Context: an optimization exercise on an open-source flow, tuned for small area, a short achievable clock period and few clock cycles per item. The choices shown serve that exercise and are no tape-out recipe. In this exercise RTL edits were held to simulation tests only and were not proved equivalent to the original.

[design/flow/config.mk]
export PLATFORM = sky130hd
export DESIGN_NAME = tensor_polynomial_basis_eval_top
export DESIGN_NICKNAME = tensor_polynomial_basis_eval_top
export VERILOG_FILES = /design/flow/design.v
export SDC_FILE = /design/flow/constraint.sdc
export NUM_CORES = 4
export LEC_CHECK = 0
export CAP_MARGIN = 20
export CORE_MARGIN = 2
export CORE_UTILIZATION = 55
export SETUP_SLACK_MARGIN = 5
export SLEW_MARGIN = 20
export TNS_END_PERCENT = 100
[design/flow/constraint.sdc]
create_clock -name core_clock -period 12.0 [get_ports {clk_i}]
set_input_delay 2.4000 -clock core_clock [delete_from_list [all_inputs] [get_ports {clk_i}]]
set_output_delay 2.4000 -clock core_clock [all_outputs]
set_load 0.01 [all_outputs]
[design/flow/design.v]
package tpbe_pkg;
  localparam int unsigned CMD_W      = 2;
  localparam int unsigned COORD_W    = 16;
  localparam int unsigned VALUE_W    = 18;
  localparam int unsigned TERM_W     = 4;
  localparam int unsigned ORDER_W    = 2;
  localparam int unsigned CFG_IDX_W  = 1;
  localparam int unsigned CFG_DATA_W = 2;
endpackage
module tensor_polynomial_basis_eval_top (
  input  logic                                clk_i,
  input  logic                                rst_ni,
  input  logic                                item_valid_i,
  output logic                                item_ready_o,
  input  logic [tpbe_pkg::CMD_W-1:0]          item_command_i,
  input  logic signed [tpbe_pkg::COORD_W-1:0] item_coord_a_i,
  input  logic signed [tpbe_pkg::COORD_W-1:0] item_coord_b_i,
  output logic                                result_valid_o,
  input  logic                                result_ready_i,
  output logic signed [tpbe_pkg::VALUE_W-1:0] result_value_o,
  output logic [tpbe_pkg::TERM_W-1:0]         result_term_index_o,
  output logic                                result_last_o,
  output logic                                result_bad_setting_o,
  input  logic                                cfg_we_i,
  input  logic [tpbe_pkg::CFG_IDX_W-1:0]      cfg_idx_i,
  input  logic [tpbe_pkg::CFG_DATA_W-1:0]     cfg_wdata_i
);
  localparam int unsigned MAC_ROWS = 2;    
  localparam int unsigned MAC_LOW  = 12;   
  localparam logic [2:0] OP_B2 = 3'd0;   
  localparam logic [2:0] OP_D3 = 3'd1;   
  localparam logic [2:0] OP_T  = 3'd2;   
  localparam logic [2:0] OP_LO = 3'd3;   
  localparam logic [2:0] OP_HI = 3'd4;   
  localparam logic [2:0] OP_L0 = 3'd5;   
  localparam logic [2:0] OP_L1 = 3'd6;   
  localparam logic [2:0] OP_L2 = 3'd7;   
  function automatic logic [23:0] booth(input logic [15:0] b);
    logic bm, b0, b1;
    for (int k = 0; k < 8; k++) begin
      bm = (k == 0) ? 1'b0 : b[2*k-1];
      b0 = b[2*k];
      b1 = b[2*k+1];
      booth[3*k]   = b0 ^ bm;
      booth[3*k+1] = (b1 & !b0 & !bm) | (!b1 & b0 & bm);
      booth[3*k+2] = b1 & !(b0 & bm);
    end
  endfunction
  function automatic logic signed [15:0] clamp(input logic signed [15:0] x);
    if (x > 16'sd16384)       clamp = 16'sd16384;
    else if (x < -16'sd16384) clamp = -16'sd16384;
    else                      clamp = x;
  endfunction
  function automatic logic [4:0] op_at(input logic lag, input logic [1:0] p, input logic dm,
                                       input logic [3:0] st);
    op_at = '0;
    if (!lag && p == 2'd2) begin
      case (st)
        4'd0: op_at = {2'b10, OP_B2};
        4'd1: if (!dm) op_at = {2'b11, OP_B2};
        default: ;
      endcase
    end else if (!lag && p == 2'd3) begin
      case (st)
        4'd0: op_at = {2'b10, OP_T};
        4'd1: op_at = dm ? {2'b11, OP_D3} : {2'b11, OP_T};
        4'd2: op_at = {2'b10, OP_LO};
        4'd3: op_at = dm ? {2'b10, OP_HI} : {2'b11, OP_LO};
        4'd4: op_at = dm ? {2'b10, OP_B2} : {2'b10, OP_HI};
        4'd5: if (!dm) op_at = {2'b11, OP_HI};
        4'd6: if (!dm) op_at = {2'b10, OP_B2};
        4'd7: if (!dm) op_at = {2'b11, OP_B2};
        default: ;
      endcase
    end else if (lag && p == 2'd2) begin
      case (st)
        4'd0: op_at = {2'b10, OP_L0};
        4'd1: op_at = {2'b10, OP_L1};
        4'd2: op_at = {2'b10, OP_L2};
        4'd3: if (!dm) op_at = {2'b11, OP_L0};
        4'd4: if (!dm) op_at = {2'b11, OP_L1};
        4'd5: if (!dm) op_at = {2'b11, OP_L2};
        default: ;
      endcase
    end
  endfunction
  logic       kind_q;
  logic [1:0] ord_q;
  logic       bad_q;    
  always_ff @(posedge clk_i or negedge rst_ni) begin
    if (!rst_ni) begin
      kind_q <= 1'b0;
      ord_q  <= 2'd1;
      bad_q  <= 1'b0;
    end else if (cfg_we_i) begin
      if (cfg_idx_i[0]) begin
        ord_q <= cfg_wdata_i;
        bad_q <= kind_q && (cfg_wdata_i[1] == cfg_wdata_i[0]);
      end else begin
        kind_q <= cfg_wdata_i[0];
        bad_q  <= cfg_wdata_i[0] && (ord_q[1] == ord_q[0]);
      end
    end
  end
  logic lag, bad;
  assign lag = kind_q;
  assign bad = kind_q && (ord_q[1] == ord_q[0]);
  logic               fv_q;
  logic [1:0]         fcmd_q;
  logic signed [15:0] za_q, zb_q;
  logic [3:0]         fstep_q;
  logic [4:0]         fop_q;     
  logic signed [15:0] fx0_q, fx1_q, fy0_q, fy1_q;
  logic signed [17:0] fx2_q, fy2_q;
  logic signed [17:0] th_c;
  logic signed [14:0] tlo_c, tlo_s0;
  assign th_c   = op_a ? fy2_q : fx2_q;
  assign tlo_c  = op_a ? fy1_q[14:0] : fx1_q[14:0];
  assign tlo_s0 = s0_opa_q ? fy1_q[14:0] : fx1_q[14:0];
  logic               bv_q;
  logic [1:0]         bcmd_q;
  logic [1:0]         bi_q, bj_q;
  logic               blast_q;   
  logic signed [15:0] bx0_q, bx1_q, bx2_q, by0_q;
  logic signed [16:0] by1_q;
  logic signed [17:0] by2_q;
  logic               s0_bv_q, s0_triv_q, s0_last_q;
  logic signed [17:0] s0_tval_q;
  logic               s0_opv_q, s0_opa_q, s0_neg_q;
  logic [2:0]         s0_opt_q;
  logic signed [18:0] s0_a_q;
  logic [23:0]        s0_be_q;   
  logic [18:0]        s0_an_q;
  logic [23:0]        s0_ben_q;
  logic               s1_bv_q, s1_triv_q, s1_last_q;
  logic signed [17:0] s1_tval_q;
  logic               s1_opv_q, s1_opa_q;
  logic [2:0]         s1_opt_q;
  logic [32:MAC_LOW]  s1_hi0_q, s1_hi1_q;   
  logic [MAC_LOW:0]   s1_lo_q;              
  logic               ov_q, olast_q, onew_q;
  logic signed [17:0] oval_q;
  logic [3:0]         ok_q;
  logic               sv_q, slast_q;
  logic signed [17:0] sval_q;
  logic adv;
  assign adv = !sv_q;
  logic [4:0]  cur_op;
  logic        op_v, op_a, dep_wait, op_go, fdone;
  logic [2:0]  op_t;
  logic        fdm;
  assign fdm    = (fcmd_q != 2'd0);
  assign cur_op = fop_q;
  assign op_v   = fv_q && cur_op[4];
  assign op_a   = cur_op[3];
  assign op_t   = cur_op[2:0];
  assign dep_wait = (op_t == OP_LO || op_t == OP_HI) &&
                    ((s0_opv_q && s0_opa_q == op_a && (s0_opt_q == OP_T || s0_opt_q == OP_LO)) ||
                     (s1_opv_q && s1_opa_q == op_a && (s1_opt_q == OP_T || s1_opt_q == OP_LO)));
  assign fdone  = fv_q && !cur_op[4] && !s0_opv_q && !s1_opv_q;
  logic signed [15:0] oz;
  logic signed [18:0] zz, ad_p1, ad_p2, ad_sum;
  logic               ad_ci;
  logic [9:0] adm_q, adm_d;
  logic signed [15:0] oz_q, oz_d;    
  function automatic logic [9:0] ad_mode(input logic [4:0] op, input logic lag);
    ad_mode = '0;
    if (!op[4]) begin
      ad_mode = lag ? 10'b0000_00001_1 : 10'b1000_10000_0;    
    end else begin
      case (op[2:0])
        OP_B2:   ad_mode = 10'b1000_10000_0;
        OP_T:    ad_mode = 10'b0100_10000_0;
        OP_D3:   ad_mode = 10'b0010_01000_1;
        OP_L0:   ad_mode = 10'b0001_00100_0;
        OP_L2:   ad_mode = 10'b0001_00010_0;
        OP_L1:   ad_mode = 10'b0000_01000_1;
        default: ad_mode = '0;
      endcase
    end
  endfunction
  assign oz = oz_q;
  assign zz = 19'(oz);
  always_comb begin
    ad_p1 = ({19{adm_q[9]}} & (zz <<< 1)) | ({19{adm_q[8]}} & (zz <<< 2)) |
            ({19{adm_q[7]}} & (zz <<< 4)) | ({19{adm_q[6]}} & zz);
    ad_p2 = ({19{adm_q[5]}} & zz) | ({19{adm_q[4]}} & ~zz) |
            ({19{adm_q[3]}} & -19'sd16384) | ({19{adm_q[2]}} & 19'sd16384) |
            ({19{adm_q[1]}} & ~(zz <<< 1));
    ad_ci = adm_q[0];
  end
  assign ad_sum = ad_p1 + ad_p2 + 19'(ad_ci);
  logic signed [18:0] op_av;
  logic               op_neg;
  logic               zabs_lt9460, zabs_lt7328;
  assign zabs_lt9460 = (oz < 16'sd9460) && (oz > -16'sd9460);
  assign zabs_lt7328 = (oz < 16'sd7328) && (oz > -16'sd7328);
  always_comb begin
    op_av  = ad_sum;
    op_neg = 1'b0;
    case (op_t)
      OP_B2: op_neg = zabs_lt9460;
      OP_D3: op_neg = zabs_lt7328;
      OP_LO: begin op_av = 19'($signed({1'b0, tlo_c[12:0]})); op_neg = oz[15] ^ th_c[17]; end
      OP_HI: op_av = 19'(th_c);
      OP_L0: op_neg = (oz > 16'sd0) && (oz < 16'sd16384);
      OP_L2: op_neg = (oz < 16'sd0) && (oz > -16'sd16384);
      default: ;
    endcase
  end
  logic       b_last, xconst, yc16k;
  logic [1:0] xs, ys;
  logic signed [15:0] xv;
  logic signed [17:0] yv, tval;
  logic       triv, b_mac;
  function automatic logic [7:0] term_dec(input logic [1:0] i, input logic [1:0] j,
                                          input logic [1:0] cmd, input logic lag,
                                          input logic bad);
    logic [1:0] xn_, yn_;
    logic       xc_, y16_, yz_;
    xn_ = (cmd == 2'd2) ? j : i;
    yn_ = (cmd == 2'd2) ? i : j;
    xc_ = !lag && (xn_ == 2'd0);
    y16_ = !lag && ((cmd != 2'd0) ? (yn_ == 2'd1) : (yn_ == 2'd0));
    yz_ = !lag && (cmd != 2'd0) && (yn_ == 2'd0);
    term_dec = {lag ? xn_ : xn_ - 2'd1, lag ? yn_ : yn_ - 2'd1, xc_, y16_, yz_,
                bad || xc_ || y16_ || yz_};
  endfunction
  logic [7:0] dec_q, dec_d;
  logic [1:0] bi_d, bj_d, bcmd_d;
  logic       yzero;
  assign b_last = blast_q;
  assign xs     = dec_q[7:6];
  assign ys     = dec_q[5:4];
  assign xconst = dec_q[3];
  assign yc16k  = dec_q[2];
  assign yzero  = dec_q[1];
  always_comb begin
    case (xs)
      2'd0:    xv = bx0_q;
      2'd1:    xv = bx1_q;
      default: xv = bx2_q;
    endcase
    if (xconst) xv = 16'sd16384;
    case (ys)
      2'd0:    yv = 18'(by0_q);
      2'd1:    yv = 18'(by1_q);
      default: yv = by2_q;
    endcase
    if (yc16k) yv = 18'sd16384;
    else if (yzero) yv = 18'sd0;
  end
  assign triv = dec_q[0];
  assign tval = bad ? 18'sd0 : xconst ? yv : yc16k ? 18'(xv) : 18'sd0;
  assign b_mac = bv_q && !triv;
  logic op_prio, b_go;
  assign op_prio = lag || (bi_q == ord_q);
  assign op_go   = op_v && !dep_wait && (!b_mac || op_prio);
  assign b_go    = bv_q && !(b_mac && op_go);
  logic xfer;
  assign xfer = fdone && (!bv_q || b_last);
  logic       rdy_q, rdy_d, accept;
  logic       xf_q;    
  logic       ld;      
  assign ld = !fv_q || xf_q;
  logic       fv_d, bv_d, blast_d, s0_opv_d, s1_opv_d, sv_d;
  logic [4:0] fop_acc, fop_nxt, fop_d;
  assign item_ready_o = rdy_q;
  assign accept       = item_valid_i && rdy_q;
  assign fop_acc      = op_at(lag, ord_q, item_command_i != 2'd0, 4'd0);
  assign fop_nxt      = op_at(lag, ord_q, fdm, fstep_q + 4'd1);
  always_comb begin
    fv_d = fv_q;
    if (accept)           fv_d = (item_command_i != 2'd3);
    else if (xf_q)        fv_d = 1'b0;
    fop_d = fop_q;
    if (ld)               fop_d = fop_acc;
    else if (adv && op_go) fop_d = fop_nxt;
    bv_d     = bv_q;
    blast_d  = blast_q;
    s0_opv_d = s0_opv_q;
    s1_opv_d = s1_opv_q;
    if (adv) begin
      if (xf_q)                bv_d = 1'b1;
      else if (b_go && b_last) bv_d = 1'b0;
      if (xf_q)                blast_d = (ord_q == 2'd0);
      else if (b_go)           blast_d = (bj_q != ord_q) && (bi_q == ord_q) && (bj_q + 2'd1 == ord_q);
      s0_opv_d = op_go;
      s1_opv_d = s0_opv_q;
    end
    if (sv_q)                           sv_d = !result_ready_i;
    else if (!ov_q || result_ready_i)   sv_d = 1'b0;
    else                                sv_d = s1_bv_q;
    adm_d = ad_mode(fop_d, lag);
    if (ld)                 oz_d = clamp(item_coord_b_i);
    else if (adv && op_go)  oz_d = (fop_nxt[4] && !fop_nxt[3]) ? zb_q : za_q;
    else                    oz_d = oz_q;
    bi_d   = bi_q;
    bj_d   = bj_q;
    bcmd_d = bcmd_q;
    if (xf_q) begin
      bi_d   = '0;
      bj_d   = '0;
      bcmd_d = fcmd_q;
    end else if (adv && b_go) begin
      if (bj_q == ord_q) begin
        bj_d = '0;
        bi_d = bi_q + 2'd1;
      end else begin
        bj_d = bj_q + 2'd1;
      end
    end
    dec_d = term_dec(bi_d, bj_d, bcmd_d, lag, bad);
    rdy_d = !fv_d || (!fop_d[4] && !s0_opv_d && !s1_opv_d && (!bv_d || blast_d) && !sv_d);
  end
  function automatic logic signed [15:0] lag1_b0(input logic signed [15:0] z);
    lag1_b0 = 16'sd8192 - (z >>> 1);
  endfunction
  function automatic logic signed [15:0] lag1_b1(input logic signed [15:0] z);
    lag1_b1 = 16'sd8192 + (z >>> 1) + $signed({15'd0, z[0]});
  endfunction
  logic signed [15:0] nbx0, nbx1, nbx2, nby0;
  logic signed [16:0] nby1;
  logic signed [17:0] nby2;
  always_comb begin
    nbx0 = fx0_q;
    nbx1 = fx1_q;
    nbx2 = fx2_q[15:0];
    nby0 = fy0_q;
    nby1 = 17'(fy1_q);
    nby2 = fy2_q;
    if (!lag) begin
      nbx0 = zb_q;
      nby0 = za_q;
      if (fdm) nby1 = ad_sum[16:0];
    end else if (ord_q == 2'd1) begin
      nbx0 = lag1_b0(zb_q);
      nbx1 = lag1_b1(zb_q);
      nby0 = fdm ? -16'sd8192 : lag1_b0(za_q);
      nby1 = fdm ? 17'sd8192 : 17'(lag1_b1(za_q));
    end else if (fdm) begin
      nby0 = za_q - 16'sd8192;
      nby1 = ad_sum[16:0];
      nby2 = 18'(za_q) + 18'sd8192;
    end
  end
  logic signed [32:0] mac_c, mac_r;
  logic signed [32:0] negc, hic;
  assign negc = {32'd0, s0_neg_q};
  assign hic  = {17'd0, ~tlo_s0[14], tlo_s0[14], tlo_s0[13:0]};    
  always_comb begin
    if (!s0_opv_q) begin
      mac_c = 33'sd8192 - negc;
    end else begin
      case (s0_opt_q)
        OP_B2:   mac_c = -33'sd268435456 + 33'sd16384 - negc;
        OP_D3:   mac_c = -33'sd805306368 + 33'sd16384 - negc;
        OP_T:    mac_c = -33'sd805306368;
        OP_LO:   mac_c = 33'sd0 - negc;
        OP_HI:   mac_c = hic;
        OP_L1:   mac_c = 33'sd268435456 + 33'sd8192;
        default: mac_c = 33'sd16384 - negc;
      endcase
    end
  end
  logic [MAC_ROWS-1:0][32:0] mac_row;
  logic [32:0] pp0;
  assign pp0 = {1'b0, 1'b0, 1'b0, 1'b0, 1'b0, 1'b0, 1'b0, 1'b0, 1'b0, 1'b0, 1'b0, 1'b0, 1'b0, ~(((~s0_ben_q[0] | ~s0_ben_q[1]) & s0_a_q[18]) ^ ~s0_ben_q[2]), (((~s0_ben_q[0] & s0_a_q[18]) | (~s0_ben_q[1] & s0_a_q[17])) ^ ~s0_ben_q[2]), (((~s0_ben_q[0] & s0_a_q[17]) | (~s0_ben_q[1] & s0_a_q[16])) ^ ~s0_ben_q[2]), (((~s0_ben_q[0] & s0_a_q[16]) | (~s0_ben_q[1] & s0_a_q[15])) ^ ~s0_ben_q[2]), (((~s0_ben_q[0] & s0_a_q[15]) | (~s0_ben_q[1] & s0_a_q[14])) ^ ~s0_ben_q[2]), (((~s0_ben_q[0] & s0_a_q[14]) | (~s0_ben_q[1] & s0_a_q[13])) ^ ~s0_ben_q[2]), (((~s0_ben_q[0] & s0_a_q[13]) | (~s0_ben_q[1] & s0_a_q[12])) ^ ~s0_ben_q[2]), (((~s0_ben_q[0] & s0_a_q[12]) | (~s0_ben_q[1] & s0_a_q[11])) ^ ~s0_ben_q[2]), (((~s0_ben_q[0] & s0_a_q[11]) | (~s0_ben_q[1] & s0_a_q[10])) ^ ~s0_ben_q[2]), (((~s0_ben_q[0] & s0_a_q[10]) | (~s0_ben_q[1] & s0_a_q[9])) ^ ~s0_ben_q[2]), (((s0_be_q[0] & s0_a_q[9]) | (s0_be_q[1] & s0_a_q[8])) ^ s0_be_q[2]), (((s0_be_q[0] & s0_a_q[8]) | (s0_be_q[1] & s0_a_q[7])) ^ s0_be_q[2]), (((s0_be_q[0] & s0_a_q[7]) | (s0_be_q[1] & s0_a_q[6])) ^ s0_be_q[2]), (((s0_be_q[0] & s0_a_q[6]) | (s0_be_q[1] & s0_a_q[5])) ^ s0_be_q[2]), (((s0_be_q[0] & s0_a_q[5]) | (s0_be_q[1] & s0_a_q[4])) ^ s0_be_q[2]), (((s0_be_q[0] & s0_a_q[4]) | (s0_be_q[1] & s0_a_q[3])) ^ s0_be_q[2]), (((s0_be_q[0] & s0_a_q[3]) | (s0_be_q[1] & s0_a_q[2])) ^ s0_be_q[2]), (((s0_be_q[0] & s0_a_q[2]) | (s0_be_q[1] & s0_a_q[1])) ^ s0_be_q[2]), (((s0_be_q[0] & s0_a_q[1]) | (s0_be_q[1] & s0_a_q[0])) ^ s0_be_q[2]), ((s0_be_q[0] & s0_a_q[0]) ^ s0_be_q[2])};
  logic [32:0] pp1;
  assign pp1 = {1'b0, 1'b0, 1'b0, 1'b0, 1'b0, 1'b0, 1'b0, 1'b0, 1'b0, 1'b0, 1'b0, ~(((~s0_ben_q[3] | ~s0_ben_q[4]) & s0_a_q[18]) ^ ~s0_ben_q[5]), (((~s0_ben_q[3] & s0_a_q[18]) | (~s0_ben_q[4] & s0_a_q[17])) ^ ~s0_ben_q[5]), (((~s0_ben_q[3] & s0_a_q[17]) | (~s0_ben_q[4] & s0_a_q[16])) ^ ~s0_ben_q[5]), (((~s0_ben_q[3] & s0_a_q[16]) | (~s0_ben_q[4] & s0_a_q[15])) ^ ~s0_ben_q[5]), (((~s0_ben_q[3] & s0_a_q[15]) | (~s0_ben_q[4] & s0_a_q[14])) ^ ~s0_ben_q[5]), (((~s0_ben_q[3] & s0_a_q[14]) | (~s0_ben_q[4] & s0_a_q[13])) ^ ~s0_ben_q[5]), (((~s0_ben_q[3] & s0_a_q[13]) | (~s0_ben_q[4] & s0_a_q[12])) ^ ~s0_ben_q[5]), (((~s0_ben_q[3] & s0_a_q[12]) | (~s0_ben_q[4] & s0_a_q[11])) ^ ~s0_ben_q[5]), (((~s0_ben_q[3] & s0_a_q[11]) | (~s0_ben_q[4] & s0_a_q[10])) ^ ~s0_ben_q[5]), (((~s0_ben_q[3] & s0_a_q[10]) | (~s0_ben_q[4] & s0_a_q[9])) ^ ~s0_ben_q[5]), (((s0_be_q[3] & s0_a_q[9]) | (s0_be_q[4] & s0_a_q[8])) ^ s0_be_q[5]), (((s0_be_q[3] & s0_a_q[8]) | (s0_be_q[4] & s0_a_q[7])) ^ s0_be_q[5]), (((s0_be_q[3] & s0_a_q[7]) | (s0_be_q[4] & s0_a_q[6])) ^ s0_be_q[5]), (((s0_be_q[3] & s0_a_q[6]) | (s0_be_q[4] & s0_a_q[5])) ^ s0_be_q[5]), (((s0_be_q[3] & s0_a_q[5]) | (s0_be_q[4] & s0_a_q[4])) ^ s0_be_q[5]), (((s0_be_q[3] & s0_a_q[4]) | (s0_be_q[4] & s0_a_q[3])) ^ s0_be_q[5]), (((s0_be_q[3] & s0_a_q[3]) | (s0_be_q[4] & s0_a_q[2])) ^ s0_be_q[5]), (((s0_be_q[3] & s0_a_q[2]) | (s0_be_q[4] & s0_a_q[1])) ^ s0_be_q[5]), (((s0_be_q[3] & s0_a_q[1]) | (s0_be_q[4] & s0_a_q[0])) ^ s0_be_q[5]), ((s0_be_q[3] & s0_a_q[0]) ^ s0_be_q[5]), 1'b0, s0_be_q[2]};
  logic [32:0] pp2;
  assign pp2 = {1'b0, 1'b0, 1'b0, 1'b0, 1'b0, 1'b0, 1'b0, 1'b0, 1'b0, ~(((~s0_ben_q[6] | ~s0_ben_q[7]) & s0_a_q[18]) ^ ~s0_ben_q[8]), (((~s0_ben_q[6] & s0_a_q[18]) | (~s0_ben_q[7] & s0_a_q[17])) ^ ~s0_ben_q[8]), (((~s0_ben_q[6] & s0_a_q[17]) | (~s0_ben_q[7] & s0_a_q[16])) ^ ~s0_ben_q[8]), (((~s0_ben_q[6] & s0_a_q[16]) | (~s0_ben_q[7] & s0_a_q[15])) ^ ~s0_ben_q[8]), (((~s0_ben_q[6] & s0_a_q[15]) | (~s0_ben_q[7] & s0_a_q[14])) ^ ~s0_ben_q[8]), (((~s0_ben_q[6] & s0_a_q[14]) | (~s0_ben_q[7] & s0_a_q[13])) ^ ~s0_ben_q[8]), (((~s0_ben_q[6] & s0_a_q[13]) | (~s0_ben_q[7] & s0_a_q[12])) ^ ~s0_ben_q[8]), (((~s0_ben_q[6] & s0_a_q[12]) | (~s0_ben_q[7] & s0_a_q[11])) ^ ~s0_ben_q[8]), (((~s0_ben_q[6] & s0_a_q[11]) | (~s0_ben_q[7] & s0_a_q[10])) ^ ~s0_ben_q[8]), (((~s0_ben_q[6] & s0_a_q[10]) | (~s0_ben_q[7] & s0_a_q[9])) ^ ~s0_ben_q[8]), (((s0_be_q[6] & s0_a_q[9]) | (s0_be_q[7] & s0_a_q[8])) ^ s0_be_q[8]), (((s0_be_q[6] & s0_a_q[8]) | (s0_be_q[7] & s0_a_q[7])) ^ s0_be_q[8]), (((s0_be_q[6] & s0_a_q[7]) | (s0_be_q[7] & s0_a_q[6])) ^ s0_be_q[8]), (((s0_be_q[6] & s0_a_q[6]) | (s0_be_q[7] & s0_a_q[5])) ^ s0_be_q[8]), (((s0_be_q[6] & s0_a_q[5]) | (s0_be_q[7] & s0_a_q[4])) ^ s0_be_q[8]), (((s0_be_q[6] & s0_a_q[4]) | (s0_be_q[7] & s0_a_q[3])) ^ s0_be_q[8]), (((s0_be_q[6] & s0_a_q[3]) | (s0_be_q[7] & s0_a_q[2])) ^ s0_be_q[8]), (((s0_be_q[6] & s0_a_q[2]) | (s0_be_q[7] & s0_a_q[1])) ^ s0_be_q[8]), (((s0_be_q[6] & s0_a_q[1]) | (s0_be_q[7] & s0_a_q[0])) ^ s0_be_q[8]), ((s0_be_q[6] & s0_a_q[0]) ^ s0_be_q[8]), 1'b0, s0_be_q[5], 1'b0, 1'b0};
  logic [32:0] pp3;
  assign pp3 = {1'b0, 1'b0, 1'b0, 1'b0, 1'b0, 1'b0, 1'b0, ~(((~s0_ben_q[9] | ~s0_ben_q[10]) & s0_a_q[18]) ^ ~s0_ben_q[11]), (((~s0_ben_q[9] & s0_a_q[18]) | (~s0_ben_q[10] & s0_a_q[17])) ^ ~s0_ben_q[11]), (((~s0_ben_q[9] & s0_a_q[17]) | (~s0_ben_q[10] & s0_a_q[16])) ^ ~s0_ben_q[11]), (((~s0_ben_q[9] & s0_a_q[16]) | (~s0_ben_q[10] & s0_a_q[15])) ^ ~s0_ben_q[11]), (((~s0_ben_q[9] & s0_a_q[15]) | (~s0_ben_q[10] & s0_a_q[14])) ^ ~s0_ben_q[11]), (((~s0_ben_q[9] & s0_a_q[14]) | (~s0_ben_q[10] & s0_a_q[13])) ^ ~s0_ben_q[11]), (((~s0_ben_q[9] & s0_a_q[13]) | (~s0_ben_q[10] & s0_a_q[12])) ^ ~s0_ben_q[11]), (((~s0_ben_q[9] & s0_a_q[12]) | (~s0_ben_q[10] & s0_a_q[11])) ^ ~s0_ben_q[11]), (((~s0_ben_q[9] & s0_a_q[11]) | (~s0_ben_q[10] & s0_a_q[10])) ^ ~s0_ben_q[11]), (((~s0_ben_q[9] & s0_a_q[10]) | (~s0_ben_q[10] & s0_a_q[9])) ^ ~s0_ben_q[11]), (((s0_be_q[9] & s0_a_q[9]) | (s0_be_q[10] & s0_a_q[8])) ^ s0_be_q[11]), (((s0_be_q[9] & s0_a_q[8]) | (s0_be_q[10] & s0_a_q[7])) ^ s0_be_q[11]), (((s0_be_q[9] & s0_a_q[7]) | (s0_be_q[10] & s0_a_q[6])) ^ s0_be_q[11]), (((s0_be_q[9] & s0_a_q[6]) | (s0_be_q[10] & s0_a_q[5])) ^ s0_be_q[11]), (((s0_be_q[9] & s0_a_q[5]) | (s0_be_q[10] & s0_a_q[4])) ^ s0_be_q[11]), (((s0_be_q[9] & s0_a_q[4]) | (s0_be_q[10] & s0_a_q[3])) ^ s0_be_q[11]), (((s0_be_q[9] & s0_a_q[3]) | (s0_be_q[10] & s0_a_q[2])) ^ s0_be_q[11]), (((s0_be_q[9] & s0_a_q[2]) | (s0_be_q[10] & s0_a_q[1])) ^ s0_be_q[11]), (((s0_be_q[9] & s0_a_q[1]) | (s0_be_q[10] & s0_a_q[0])) ^ s0_be_q[11]), ((s0_be_q[9] & s0_a_q[0]) ^ s0_be_q[11]), 1'b0, s0_be_q[8], 1'b0, 1'b0, 1'b0, 1'b0};
  logic [32:0] pp4;
  assign pp4 = {1'b0, 1'b0, 1'b0, 1'b0, 1'b0, ~(((~s0_ben_q[12] | ~s0_ben_q[13]) & ~s0_an_q[18]) ^ ~s0_ben_q[14]), (((~s0_ben_q[12] & ~s0_an_q[18]) | (~s0_ben_q[13] & ~s0_an_q[17])) ^ ~s0_ben_q[14]), (((~s0_ben_q[12] & ~s0_an_q[17]) | (~s0_ben_q[13] & ~s0_an_q[16])) ^ ~s0_ben_q[14]), (((~s0_ben_q[12] & ~s0_an_q[16]) | (~s0_ben_q[13] & ~s0_an_q[15])) ^ ~s0_ben_q[14]), (((~s0_ben_q[12] & ~s0_an_q[15]) | (~s0_ben_q[13] & ~s0_an_q[14])) ^ ~s0_ben_q[14]), (((~s0_ben_q[12] & ~s0_an_q[14]) | (~s0_ben_q[13] & ~s0_an_q[13])) ^ ~s0_ben_q[14]), (((~s0_ben_q[12] & ~s0_an_q[13]) | (~s0_ben_q[13] & ~s0_an_q[12])) ^ ~s0_ben_q[14]), (((~s0_ben_q[12] & ~s0_an_q[12]) | (~s0_ben_q[13] & ~s0_an_q[11])) ^ ~s0_ben_q[14]), (((~s0_ben_q[12] & ~s0_an_q[11]) | (~s0_ben_q[13] & ~s0_an_q[10])) ^ ~s0_ben_q[14]), (((~s0_ben_q[12] & ~s0_an_q[10]) | (~s0_ben_q[13] & ~s0_an_q[9])) ^ ~s0_ben_q[14]), (((s0_be_q[12] & ~s0_an_q[9]) | (s0_be_q[13] & ~s0_an_q[8])) ^ s0_be_q[14]), (((s0_be_q[12] & ~s0_an_q[8]) | (s0_be_q[13] & ~s0_an_q[7])) ^ s0_be_q[14]), (((s0_be_q[12] & ~s0_an_q[7]) | (s0_be_q[13] & ~s0_an_q[6])) ^ s0_be_q[14]), (((s0_be_q[12] & ~s0_an_q[6]) | (s0_be_q[13] & ~s0_an_q[5])) ^ s0_be_q[14]), (((s0_be_q[12] & ~s0_an_q[5]) | (s0_be_q[13] & ~s0_an_q[4])) ^ s0_be_q[14]), (((s0_be_q[12] & ~s0_an_q[4]) | (s0_be_q[13] & ~s0_an_q[3])) ^ s0_be_q[14]), (((s0_be_q[12] & ~s0_an_q[3]) | (s0_be_q[13] & ~s0_an_q[2])) ^ s0_be_q[14]), (((s0_be_q[12] & ~s0_an_q[2]) | (s0_be_q[13] & ~s0_an_q[1])) ^ s0_be_q[14]), (((s0_be_q[12] & ~s0_an_q[1]) | (s0_be_q[13] & ~s0_an_q[0])) ^ s0_be_q[14]), ((s0_be_q[12] & ~s0_an_q[0]) ^ s0_be_q[14]), 1'b0, s0_be_q[11], 1'b0, 1'b0, 1'b0, 1'b0, 1'b0, 1'b0};
  logic [32:0] pp5;
  assign pp5 = {1'b0, 1'b0, 1'b0, ~(((~s0_ben_q[15] | ~s0_ben_q[16]) & ~s0_an_q[18]) ^ ~s0_ben_q[17]), (((~s0_ben_q[15] & ~s0_an_q[18]) | (~s0_ben_q[16] & ~s0_an_q[17])) ^ ~s0_ben_q[17]), (((~s0_ben_q[15] & ~s0_an_q[17]) | (~s0_ben_q[16] & ~s0_an_q[16])) ^ ~s0_ben_q[17]), (((~s0_ben_q[15] & ~s0_an_q[16]) | (~s0_ben_q[16] & ~s0_an_q[15])) ^ ~s0_ben_q[17]), (((~s0_ben_q[15] & ~s0_an_q[15]) | (~s0_ben_q[16] & ~s0_an_q[14])) ^ ~s0_ben_q[17]), (((~s0_ben_q[15] & ~s0_an_q[14]) | (~s0_ben_q[16] & ~s0_an_q[13])) ^ ~s0_ben_q[17]), (((~s0_ben_q[15] & ~s0_an_q[13]) | (~s0_ben_q[16] & ~s0_an_q[12])) ^ ~s0_ben_q[17]), (((~s0_ben_q[15] & ~s0_an_q[12]) | (~s0_ben_q[16] & ~s0_an_q[11])) ^ ~s0_ben_q[17]), (((~s0_ben_q[15] & ~s0_an_q[11]) | (~s0_ben_q[16] & ~s0_an_q[10])) ^ ~s0_ben_q[17]), (((~s0_ben_q[15] & ~s0_an_q[10]) | (~s0_ben_q[16] & ~s0_an_q[9])) ^ ~s0_ben_q[17]), (((s0_be_q[15] & ~s0_an_q[9]) | (s0_be_q[16] & ~s0_an_q[8])) ^ s0_be_q[17]), (((s0_be_q[15] & ~s0_an_q[8]) | (s0_be_q[16] & ~s0_an_q[7])) ^ s0_be_q[17]), (((s0_be_q[15] & ~s0_an_q[7]) | (s0_be_q[16] & ~s0_an_q[6])) ^ s0_be_q[17]), (((s0_be_q[15] & ~s0_an_q[6]) | (s0_be_q[16] & ~s0_an_q[5])) ^ s0_be_q[17]), (((s0_be_q[15] & ~s0_an_q[5]) | (s0_be_q[16] & ~s0_an_q[4])) ^ s0_be_q[17]), (((s0_be_q[15] & ~s0_an_q[4]) | (s0_be_q[16] & ~s0_an_q[3])) ^ s0_be_q[17]), (((s0_be_q[15] & ~s0_an_q[3]) | (s0_be_q[16] & ~s0_an_q[2])) ^ s0_be_q[17]), (((s0_be_q[15] & ~s0_an_q[2]) | (s0_be_q[16] & ~s0_an_q[1])) ^ s0_be_q[17]), (((s0_be_q[15] & ~s0_an_q[1]) | (s0_be_q[16] & ~s0_an_q[0])) ^ s0_be_q[17]), ((s0_be_q[15] & ~s0_an_q[0]) ^ s0_be_q[17]), 1'b0, s0_be_q[14], 1'b0, 1'b0, 1'b0, 1'b0, 1'b0, 1'b0, 1'b0, 1'b0};
  logic [32:0] pp6;
  assign pp6 = {1'b0, ~(((~s0_ben_q[18] | ~s0_ben_q[19]) & ~s0_an_q[18]) ^ ~s0_ben_q[20]), (((~s0_ben_q[18] & ~s0_an_q[18]) | (~s0_ben_q[19] & ~s0_an_q[17])) ^ ~s0_ben_q[20]), (((~s0_ben_q[18] & ~s0_an_q[17]) | (~s0_ben_q[19] & ~s0_an_q[16])) ^ ~s0_ben_q[20]), (((~s0_ben_q[18] & ~s0_an_q[16]) | (~s0_ben_q[19] & ~s0_an_q[15])) ^ ~s0_ben_q[20]), (((~s0_ben_q[18] & ~s0_an_q[15]) | (~s0_ben_q[19] & ~s0_an_q[14])) ^ ~s0_ben_q[20]), (((~s0_ben_q[18] & ~s0_an_q[14]) | (~s0_ben_q[19] & ~s0_an_q[13])) ^ ~s0_ben_q[20]), (((~s0_ben_q[18] & ~s0_an_q[13]) | (~s0_ben_q[19] & ~s0_an_q[12])) ^ ~s0_ben_q[20]), (((~s0_ben_q[18] & ~s0_an_q[12]) | (~s0_ben_q[19] & ~s0_an_q[11])) ^ ~s0_ben_q[20]), (((~s0_ben_q[18] & ~s0_an_q[11]) | (~s0_ben_q[19] & ~s0_an_q[10])) ^ ~s0_ben_q[20]), (((~s0_ben_q[18] & ~s0_an_q[10]) | (~s0_ben_q[19] & ~s0_an_q[9])) ^ ~s0_ben_q[20]), (((s0_be_q[18] & ~s0_an_q[9]) | (s0_be_q[19] & ~s0_an_q[8])) ^ s0_be_q[20]), (((s0_be_q[18] & ~s0_an_q[8]) | (s0_be_q[19] & ~s0_an_q[7])) ^ s0_be_q[20]), (((s0_be_q[18] & ~s0_an_q[7]) | (s0_be_q[19] & ~s0_an_q[6])) ^ s0_be_q[20]), (((s0_be_q[18] & ~s0_an_q[6]) | (s0_be_q[19] & ~s0_an_q[5])) ^ s0_be_q[20]), (((s0_be_q[18] & ~s0_an_q[5]) | (s0_be_q[19] & ~s0_an_q[4])) ^ s0_be_q[20]), (((s0_be_q[18] & ~s0_an_q[4]) | (s0_be_q[19] & ~s0_an_q[3])) ^ s0_be_q[20]), (((s0_be_q[18] & ~s0_an_q[3]) | (s0_be_q[19] & ~s0_an_q[2])) ^ s0_be_q[20]), (((s0_be_q[18] & ~s0_an_q[2]) | (s0_be_q[19] & ~s0_an_q[1])) ^ s0_be_q[20]), (((s0_be_q[18] & ~s0_an_q[1]) | (s0_be_q[19] & ~s0_an_q[0])) ^ s0_be_q[20]), ((s0_be_q[18] & ~s0_an_q[0]) ^ s0_be_q[20]), 1'b0, s0_be_q[17], 1'b0, 1'b0, 1'b0, 1'b0, 1'b0, 1'b0, 1'b0, 1'b0, 1'b0, 1'b0};
  logic [32:0] pp7;
  assign pp7 = {(((~s0_ben_q[21] & ~s0_an_q[18]) | (~s0_ben_q[22] & ~s0_an_q[17])) ^ ~s0_ben_q[23]), (((~s0_ben_q[21] & ~s0_an_q[17]) | (~s0_ben_q[22] & ~s0_an_q[16])) ^ ~s0_ben_q[23]), (((~s0_ben_q[21] & ~s0_an_q[16]) | (~s0_ben_q[22] & ~s0_an_q[15])) ^ ~s0_ben_q[23]), (((~s0_ben_q[21] & ~s0_an_q[15]) | (~s0_ben_q[22] & ~s0_an_q[14])) ^ ~s0_ben_q[23]), (((~s0_ben_q[21] & ~s0_an_q[14]) | (~s0_ben_q[22] & ~s0_an_q[13])) ^ ~s0_ben_q[23]), (((~s0_ben_q[21] & ~s0_an_q[13]) | (~s0_ben_q[22] & ~s0_an_q[12])) ^ ~s0_ben_q[23]), (((~s0_ben_q[21] & ~s0_an_q[12]) | (~s0_ben_q[22] & ~s0_an_q[11])) ^ ~s0_ben_q[23]), (((~s0_ben_q[21] & ~s0_an_q[11]) | (~s0_ben_q[22] & ~s0_an_q[10])) ^ ~s0_ben_q[23]), (((~s0_ben_q[21] & ~s0_an_q[10]) | (~s0_ben_q[22] & ~s0_an_q[9])) ^ ~s0_ben_q[23]), (((s0_be_q[21] & ~s0_an_q[9]) | (s0_be_q[22] & ~s0_an_q[8])) ^ s0_be_q[23]), (((s0_be_q[21] & ~s0_an_q[8]) | (s0_be_q[22] & ~s0_an_q[7])) ^ s0_be_q[23]), (((s0_be_q[21] & ~s0_an_q[7]) | (s0_be_q[22] & ~s0_an_q[6])) ^ s0_be_q[23]), (((s0_be_q[21] & ~s0_an_q[6]) | (s0_be_q[22] & ~s0_an_q[5])) ^ s0_be_q[23]), (((s0_be_q[21] & ~s0_an_q[5]) | (s0_be_q[22] & ~s0_an_q[4])) ^ s0_be_q[23]), (((s0_be_q[21] & ~s0_an_q[4]) | (s0_be_q[22] & ~s0_an_q[3])) ^ s0_be_q[23]), (((s0_be_q[21] & ~s0_an_q[3]) | (s0_be_q[22] & ~s0_an_q[2])) ^ s0_be_q[23]), (((s0_be_q[21] & ~s0_an_q[2]) | (s0_be_q[22] & ~s0_an_q[1])) ^ s0_be_q[23]), (((s0_be_q[21] & ~s0_an_q[1]) | (s0_be_q[22] & ~s0_an_q[0])) ^ s0_be_q[23]), ((s0_be_q[21] & ~s0_an_q[0]) ^ s0_be_q[23]), 1'b0, s0_be_q[20], 1'b0, 1'b0, 1'b0, 1'b0, 1'b0, 1'b0, 1'b0, 1'b0, 1'b0, 1'b0, 1'b0, 1'b0};
  logic [32:0] krow;
  assign krow = 33'd5726797824 | {18'd0, s0_be_q[23], 14'd0};
  logic [32:0] cs0_0s, cs0_0c, cs0_0m;
  assign cs0_0s = pp0 ^ pp1 ^ pp2;
  assign cs0_0m = (pp0 & pp1) | (pp0 & pp2) | (pp1 & pp2);
  assign cs0_0c = {cs0_0m[31:0], 1'b0};
  logic [32:0] cs0_1s, cs0_1c, cs0_1m;
  assign cs0_1s = pp3 ^ pp4 ^ pp5;
  assign cs0_1m = (pp3 & pp4) | (pp3 & pp5) | (pp4 & pp5);
  assign cs0_1c = {cs0_1m[31:0], 1'b0};
  logic [32:0] cs0_2s, cs0_2c, cs0_2m;
  assign cs0_2s = pp6 ^ pp7 ^ krow;
  assign cs0_2m = (pp6 & pp7) | (pp6 & krow) | (pp7 & krow);
  assign cs0_2c = {cs0_2m[31:0], 1'b0};
  logic [32:0] cs1_0s, cs1_0c, cs1_0m;
  assign cs1_0s = cs0_0s ^ cs0_0c ^ cs0_1s;
  assign cs1_0m = (cs0_0s & cs0_0c) | (cs0_0s & cs0_1s) | (cs0_0c & cs0_1s);
  assign cs1_0c = {cs1_0m[31:0], 1'b0};
  logic [32:0] cs1_1s, cs1_1c, cs1_1m;
  assign cs1_1s = cs0_1c ^ cs0_2s ^ cs0_2c;
  assign cs1_1m = (cs0_1c & cs0_2s) | (cs0_1c & cs0_2c) | (cs0_2s & cs0_2c);
  assign cs1_1c = {cs1_1m[31:0], 1'b0};
  logic [32:0] cs2_0s, cs2_0c, cs2_0m;
  assign cs2_0s = cs1_0s ^ cs1_0c ^ cs1_1s;
  assign cs2_0m = (cs1_0s & cs1_0c) | (cs1_0s & cs1_1s) | (cs1_0c & cs1_1s);
  assign cs2_0c = {cs2_0m[31:0], 1'b0};
  logic [32:0] cs3_0s, cs3_0c, cs3_0m;
  assign cs3_0s = cs2_0s ^ cs2_0c ^ cs1_1c;
  assign cs3_0m = (cs2_0s & cs2_0c) | (cs2_0s & cs1_1c) | (cs2_0c & cs1_1c);
  assign cs3_0c = {cs3_0m[31:0], 1'b0};
  logic [32:0] cs4_0s, cs4_0c, cs4_0m;
  assign cs4_0s = cs3_0s ^ cs3_0c ^ mac_c;
  assign cs4_0m = (cs3_0s & cs3_0c) | (cs3_0s & mac_c) | (cs3_0c & mac_c);
  assign cs4_0c = {cs4_0m[31:0], 1'b0};
  assign mac_row[0] = cs4_0s;
  assign mac_row[1] = cs4_0c;
  logic [MAC_LOW:0]   mac_lo;
  logic [32:MAC_LOW]  mac_hi;
  assign mac_lo = {1'b0, mac_row[0][MAC_LOW-1:0]} + {1'b0, mac_row[1][MAC_LOW-1:0]};
  assign mac_hi = s1_hi0_q + s1_hi1_q + (33-MAC_LOW)'(s1_lo_q[MAC_LOW]);
  assign mac_r  = {mac_hi, s1_lo_q[MAC_LOW-1:0]};
  logic signed [17:0] wb;
  logic signed [15:0] wb_lo;
  logic               wb_s0, wb_s1, wb_s2;
  always_comb begin
    case (s1_opt_q)
      OP_L1:   wb = 18'($signed(mac_r[29:14]));
      OP_HI:   wb = 18'($signed(mac_r[31:16]));
      OP_D3:   wb = mac_r[32:15];
      OP_T:    wb = mac_r[30:13];
      OP_LO:   wb = 18'($signed(mac_r[27:13]));
      default: wb = 18'($signed(mac_r[30:15]));    
    endcase
    wb_lo = (s1_opt_q == OP_T) ? {3'b000, mac_r[12:0]} : wb[15:0];
    wb_s0 = (s1_opt_q == OP_L0);
    wb_s1 = (s1_opt_q == OP_B2) || (s1_opt_q == OP_L1) || (s1_opt_q == OP_LO) || (s1_opt_q == OP_T);
    wb_s2 = (s1_opt_q == OP_HI) || (s1_opt_q == OP_L2) || (s1_opt_q == OP_T) || (s1_opt_q == OP_D3);
  end
  logic signed [17:0] beat_val;
  assign beat_val = s1_triv_q ? s1_tval_q : mac_r[31:14];
  always_ff @(posedge clk_i or negedge rst_ni) begin
    if (!rst_ni) begin
      fv_q     <= 1'b0;
      rdy_q    <= 1'b1;
      xf_q     <= 1'b0;
      bv_q     <= 1'b0;
      s0_bv_q  <= 1'b0;
      s0_opv_q <= 1'b0;
      s1_bv_q  <= 1'b0;
      s1_opv_q <= 1'b0;
      ov_q     <= 1'b0;
      onew_q   <= 1'b1;
      sv_q     <= 1'b0;
    end else begin
      fv_q  <= fv_d;
      rdy_q <= rdy_d;
      xf_q  <= fv_d && rdy_d;
      if (adv) begin
        if (xf_q)             bv_q <= 1'b1;
        else if (b_go && b_last) bv_q <= 1'b0;
        s0_bv_q  <= b_go;
        s0_opv_q <= op_go;
        s1_bv_q  <= s0_bv_q;
        s1_opv_q <= s0_opv_q;
      end
      if (sv_q) begin
        if (result_ready_i) begin
          ov_q <= 1'b1;
          onew_q <= slast_q;
          sv_q <= 1'b0;
        end
      end else if (!ov_q || result_ready_i) begin
        ov_q <= s1_bv_q;
        if (s1_bv_q) onew_q <= s1_last_q;
      end else begin
        sv_q <= s1_bv_q;
      end
    end
  end
  always_ff @(posedge clk_i) begin
    if (ld) begin
      fcmd_q  <= item_command_i;
      za_q    <= clamp(item_coord_a_i);
      zb_q    <= clamp(item_coord_b_i);
      fstep_q <= '0;
    end else if (adv && op_go) begin
      fstep_q <= fstep_q + 4'd1;
    end
    fop_q   <= fop_d;
    adm_q   <= adm_d;
    oz_q    <= oz_d;
    blast_q <= blast_d;
    bi_q    <= bi_d;
    bj_q    <= bj_d;
    bcmd_q  <= bcmd_d;
    dec_q   <= dec_d;
    if (adv) begin
      if (xf_q) begin
        bx0_q  <= nbx0;
        bx1_q  <= nbx1;
        bx2_q  <= nbx2;
        by0_q  <= nby0;
        by1_q  <= nby1;
        by2_q  <= nby2;
      end
      s0_triv_q <= triv;
      s0_tval_q <= tval;
      s0_last_q <= b_last;
      s0_opa_q  <= op_a;
      s0_opt_q  <= op_t;
      if (b_mac && !op_go) begin
        s0_a_q   <= 19'(yv);
        s0_be_q  <= booth(xv);
        s0_ben_q <= ~booth(xv);
        s0_an_q  <= ~{yv[17], yv};
        s0_neg_q <= xv[15] ^ yv[17];
      end else begin
        s0_a_q   <= op_av;
        s0_be_q  <= booth(oz);
        s0_ben_q <= ~booth(oz);
        s0_an_q  <= ~op_av;
        s0_neg_q <= op_neg;
      end
      s1_triv_q <= s0_triv_q;
      s1_tval_q <= s0_tval_q;
      s1_last_q <= s0_last_q;
      s1_opa_q  <= s0_opa_q;
      s1_opt_q  <= s0_opt_q;
      s1_hi0_q  <= mac_row[0][32:MAC_LOW];
      s1_hi1_q  <= mac_row[1][32:MAC_LOW];
      s1_lo_q   <= mac_lo;
      if (s1_opv_q) begin
        if (wb_s0) begin
          if (s1_opa_q) fy0_q <= wb[15:0]; else fx0_q <= wb[15:0];
        end
        if (wb_s1) begin
          if (s1_opa_q) fy1_q <= wb_lo; else fx1_q <= wb_lo;
        end
        if (wb_s2) begin
          if (s1_opa_q) fy2_q <= wb; else fx2_q <= wb;
        end
      end
    end
    if (sv_q) begin
      if (result_ready_i) begin
        oval_q  <= sval_q;
        ok_q    <= onew_q ? 4'd0 : ok_q + 4'd1;
        olast_q <= slast_q;
      end
    end else if (!ov_q || result_ready_i) begin
      oval_q  <= beat_val;
      if (s1_bv_q) ok_q <= onew_q ? 4'd0 : ok_q + 4'd1;
      olast_q <= s1_last_q;
    end else begin
      sval_q  <= beat_val;
      slast_q <= s1_last_q;
    end
  end
  assign result_valid_o       = ov_q;
  assign result_value_o       = oval_q;
  assign result_term_index_o  = ok_q;
  assign result_last_o        = olast_q;
  assign result_bad_setting_o = bad_q;
endmodule
[design/flow/run.sh]
#!/bin/bash
# synth_recipe.tcl (not shown) runs the flow's synth.tcl, then flattens the netlist and writes it again
# the make line also repeats each setting of config.mk as NAME=value (left out here)
make -C /OpenROAD-flow-scripts/flow DESIGN_CONFIG=/design/flow/config.mk WORK_HOME=/design/flow/orfs CLKGATE_MAP_FILE= SYNTH_SCRIPT=/design/flow/synth_recipe.tcl finish
==> notes.md <==
[state kept, by name, summed over array words and instances (netlist names), 19 cells and up]
name and count:
s0_an_q 19, s1_hi1_q 21, s0_a_q 19, s1_hi0_q 21
s0_be_q 24, s0_ben_q 24
[worst max-delay path, delay by kind of cell (launching register included)]
family,cells,cell delay (ns)
and+or+nand+nor,3,0.44
adders and majority gates,6,2.87
xor gates and xnor gates,1,0.20
AOI/OAI and AO/OA,1,0.15
DFF,1,0.78
buffers and inverters,4,0.30
[per-stage QoR]
| stage | instances | worst slack [ns] | hold WS (ns) | instance area [µm²] |
|---|---|---|---|---|
| finish | 4176 | 6.997 | 0.4155 | 38430 |
| global route | 4175 | 6.718 | 0.4169 | 38420 |
| CTS | 4174 | 6.999 | 0.4164 | 38400 |
| detailed placement | 4066 | 6.995 | 0.4045 | 36350 |
| global placement | 4066 | 6.999 | 0.4045 | 36350 |
| floorplan | 3344 | 6.420 | 0.4003 | 35180 |
[worst min path at each step]
stage	start	to	slack, ns
2_1_floorplan	s0_last_q	s1_last_q	0.40
3_3_place_gp	s0_last_q	s1_last_q	0.40
3_5_place_dp	s0_tval_q[13]	s1_tval_q[13]	0.40
4_1_cts	s0_tval_q[11]	s1_tval_q[11]	0.42
5_1_grt	s0_tval_q[7]	s1_tval_q[7]	0.42
6_report	s0_tval_q[11]	s1_tval_q[11]	0.42
[synth_stat cells, types with 7 or more instances]
master                     number  area [µm²]
sky130_fd_sc_hd__edfxtp_1     482       14470
sky130_fd_sc_hd__inv_1        296        1111
sky130_fd_sc_hd__nand2_1      252       945.9
sky130_fd_sc_hd__clkbuf_1     204       765.7
sky130_fd_sc_hd__nor2_1       203       762.0
sky130_fd_sc_hd__a21oi_1      175       875.8
sky130_fd_sc_hd__xnor2_1      163        1428
sky130_fd_sc_hd__o21ai_0      161       805.8
sky130_fd_sc_hd__ha_1         152        1902
sky130_fd_sc_hd__o22ai_1      141       882.1
sky130_fd_sc_hd__fa_1         134        2683
sky130_fd_sc_hd__mux2i_1      119        1191
sky130_fd_sc_hd__xor2_1        99       867.1
sky130_fd_sc_hd__mux2_2        67       754.5
sky130_fd_sc_hd__a22oi_1       65       488.0
sky130_fd_sc_hd__and2_1        44       275.3
sky130_fd_sc_hd__nand3_1       43       215.2
sky130_fd_sc_hd__nor3_1        40       200.2
sky130_fd_sc_hd__a31oi_1       33       206.5
sky130_fd_sc_hd__dfxtp_1       33       660.6
sky130_fd_sc_hd__nor2b_1       26       162.7
sky130_fd_sc_hd__and3_1        25       156.4
sky130_fd_sc_hd__nand2b_1      25       156.4
sky130_fd_sc_hd__a211oi_1      19       142.6
sky130_fd_sc_hd__o21a_1        19       142.6
sky130_fd_sc_hd__or3_1         19       118.9
sky130_fd_sc_hd__a21o_1        18       135.1
sky130_fd_sc_hd__nor4_1        17       106.4
sky130_fd_sc_hd__o211ai_1      16       120.1
sky130_fd_sc_hd__nand3b_1      15       112.6
sky130_fd_sc_hd__o31ai_1       15       112.6
sky130_fd_sc_hd__o221ai_1      14       122.6
sky130_fd_sc_hd__buf_1         13       48.80
sky130_fd_sc_hd__nand4_1       13       81.33
sky130_fd_sc_hd__dfrtp_1       12       300.3
sky130_fd_sc_hd__o21bai_1      10       75.07
sky130_fd_sc_hd__or2_2         10       62.56
sky130_fd_sc_hd__a221oi_1       8       70.07
sky130_fd_sc_hd__clkinv_1       8       30.03
sky130_fd_sc_hd__and4_1         7       61.31
sky130_fd_sc_hd__buf_2          7       35.03
[kinds of logic (layout without fill, tap and decap cells)]
group | after synthesis | in the layout | share of synthesized area
compound gates | 777 | 777 | 0.1423
xor+xnor | 263 | 263 | 0.06570
fa+ha+maj | 286 | 286 | 0.1303
buf+inv | 532 | 517 | 0.05755
flops | 530 | 530 | 0.4410
mux | 193 | 193 | 0.06001
other cells | 0 | 1 | 0
simple gates | 763 | 763 | 0.1030
[area by class of cell]
type                            instances  area share
Timing Repair Buffer                  105     0.02497
Clock buffer                           67     0.03920
Clock inverter                         41     0.01403
Inverter                              304     0.02989
Multi-Input combinational cell       2282      0.4605
Tap cell                              846     0.02755
Sequential cell                       530      0.4038
Antenna cell                            1  0.00006512
[layer usage]
layer  up-vias  routed length (µm)
met2      1139               49090
met1     12840               43320
met4         0                5125
met3       234                7407
li1      11830                   -
met5         -                   0
==> qor.csv <==
stage;metric;value;unit
setup_path;end point of the critical path;s1_lo_q[11];
timing;Final Skew;0.04223;ns
finish;total number of nets in the final design;3610;
clocking;Num CTS Buffers;59;
routing;Residual DRC;0;
setup_path;crit path cell chain;xor2_1, fa_1, inv_1, fa_1, inv_1, fa_1, fa_1, inv_1, fa_1, ha_1, inv_1, nor4_1, a31oi_1, nand2_1, or3_1;
global_routing;GR met2 Demand/Resource;0.5101;
clocking;Post-CTS Repair Setup Buffers;0;
routing;wire length per cell;25.13;µm
setup_path;slowest library cell on the worst path;sky130_fd_sc_hd__edfxtp_1;
routing;number of search-and-repair iterations in the first detailed-routing pass;8;
global_routing;met1 track utilization from global routing;0.4254;
clocking;CTS root buffer;sky130_fd_sc_hd__clkbuf_16;
floorplan;area of the die;0.06600;mm²
clocking;clock network latency to the later pin of the worst-skew pair;0.67;ns
setup_path;first element of the critical path;s0_be_q[8];
logic_synthesis;portion of the post-synthesis area used by sequential elements;0.4410;
setup_path;endpoint kind of the worst setup timing path;flop;
global_routing;met3 routing resource usage after global routing;0.04255;
global_routing;number of global-route vias before repair;25120;
floorplan;top-level port count;68;
finish;Finished Core Util;0.6080;
setup_path;cell depth of the worst flop-to-flop path;15;
floorplan;CORE AREA;0.06320;mm²
logic_synthesis;synthesis-stage register bit count;530;
clocking;TritonCTS clock tree;yes;
finish;most common cell after layout, fill and taps aside;sky130_fd_sc_hd__edfxtp_1;
logic_synthesis;Syn Nets;3672;
finish;fraction of layout cells with a size suffix above 1;0.07480;
logic_synthesis;synth unique cells;98;
finish;commonest cells after routing, fill and taps aside;sky130_fd_sc_hd__edfxtp_1 (482), sky130_fd_sc_hd__inv_1 (294), sky130_fd_sc_hd__nand2_1 (251);
min_path;Hold Path Class;flop to flop;
timing;worst slew margin relative to its limit;0.1679;
clocking;CTS max path bufs;3;
logic_synthesis;Yosys warning total;1;
global_routing;pin count of the biggest net entering global routing;76;
timing;Max Slew Vio Count;0;
finish;area used by sequential logic in the layout;0.01551;mm²
logic_synthesis;Mapped Area;0.03518;mm²
global_routing;global route hottest layer;met2;
timing;Final Cycle Share;0.4169;
timing;Final Hold Vio Count;0;
clocking;clock input transition at the sequential cells of the worst setup and hold paths;0.06;ns
logic_synthesis;number of enable-type register cells in the synthesized netlist;482;
clocking;Clock Sinks;530;
placement;half-perimeter wire length after placement;81280;µm
clocking;Resized Gates After CTS;0;
setup_path;arrival time at the worst endpoint;5.39;ns
global_routing;wire length of the first global-routing pass;157100;µm
timing;unrepaired setup endpoints after global routing;no;
floorplan;floorplan die height;256.9;µm
min_path;WHS Path Cells;0;
setup_path;required time of the critical path;12.39;ns
setup_path;critical-path maximum fanout;11;
placement;Port Buffers;67;
timing;maximum operating frequency;199.9;MHz
timing;setup-violating endpoint count in the final report;0;
placement;Final Wtd Congestion;0.9718;
finish;area of the multi-input gates;0.01770;mm²
floorplan;effective utilization at floorplan;0.5566;
setup_path;highest cell delay on the worst timing path;0.78;ns
finish;area added between synthesis and finish;9.237;%
setup_path;Worst Setup Start Kind;flop;
outcome;result of the run;no timing/DRC/antenna violations;
timing;final period demand of the worst path;5.003;ns
logic_synthesis;primary flip-flop cell chosen by synthesis mapping;sky130_fd_sc_hd__edfxtp_1;
floorplan;placement row count;92;
routing;total routed wirelength;104900;µm
routing;count of vias placed by the detailed router;26040;
setup_path;flop2flop setup slack;7.00;ns
logic_synthesis;fraction of registers with async set or reset after synthesis;0.02830;
flow_run;reported max-cap violation count;0;
setup_path;worst reg2reg endpoint;s1_lo_q[11];
setup_path;FF-to-FF Start;s0_be_q[8];
routing;antenna violation net count after detailed routing;0;
clocking;hold buffer count at cts;0;
global_routing;initial antenna violation count;2;
clocking;H-tree levels;2;
global_routing;total gr overflow;0;
routing;via density per instance;6.237;
finish;Filler Cells Inserted;5169;
timing;transition time at the pin with the least slew margin;1.235;ns
logic_synthesis;Synth Instances;3344;
global_routing;global-route usage over all layers;0.3147;
setup_path;Worst Setup Path Type;flop to flop;
timing;total negative setup slack;0;ns
routing;initial drt markers;3210;
setup_path;Critical Path Most Common Cell;sky130_fd_sc_hd__fa_1;
logic_synthesis;mean area per synthesized cell;10.52;µm²
floorplan;horizontal extent of the die;256.9;µm
Testbench counts, summed over its fixed seeds: cycles 20,767, beats 18,820.

[port drivers added, routing unchanged]
How much do the figures lean on ideal ports? The routed layout below was timed once more, with nothing changed but the port constraints. Step 1 assumes that a clkbuf_16 drives the clock port and a buf_2 every other input. Step 2 adds t to the input delays and takes it off the output delays; t is the mean of the earliest and latest rising clock arrival at the registers after step 1. Input paths then give back, and output paths get back, about the clock's delay inside the block. Three values: ideal ports, drivers, drivers and shift; two values: the first two.
t (ns): 0.718
setup WS [ns]: 6.997 / 6.997 / 6.997
clock arrival spread, ns: 0.043 / 0.042
slew at the worst register clock pin (ns): 0.07 / 0.07
cell pins on the clock port's net: 1
After both steps setup and hold are still met in this run. The setup slack of this run moves by 0.000 ns with the drivers and by 0.000 ns with both steps.
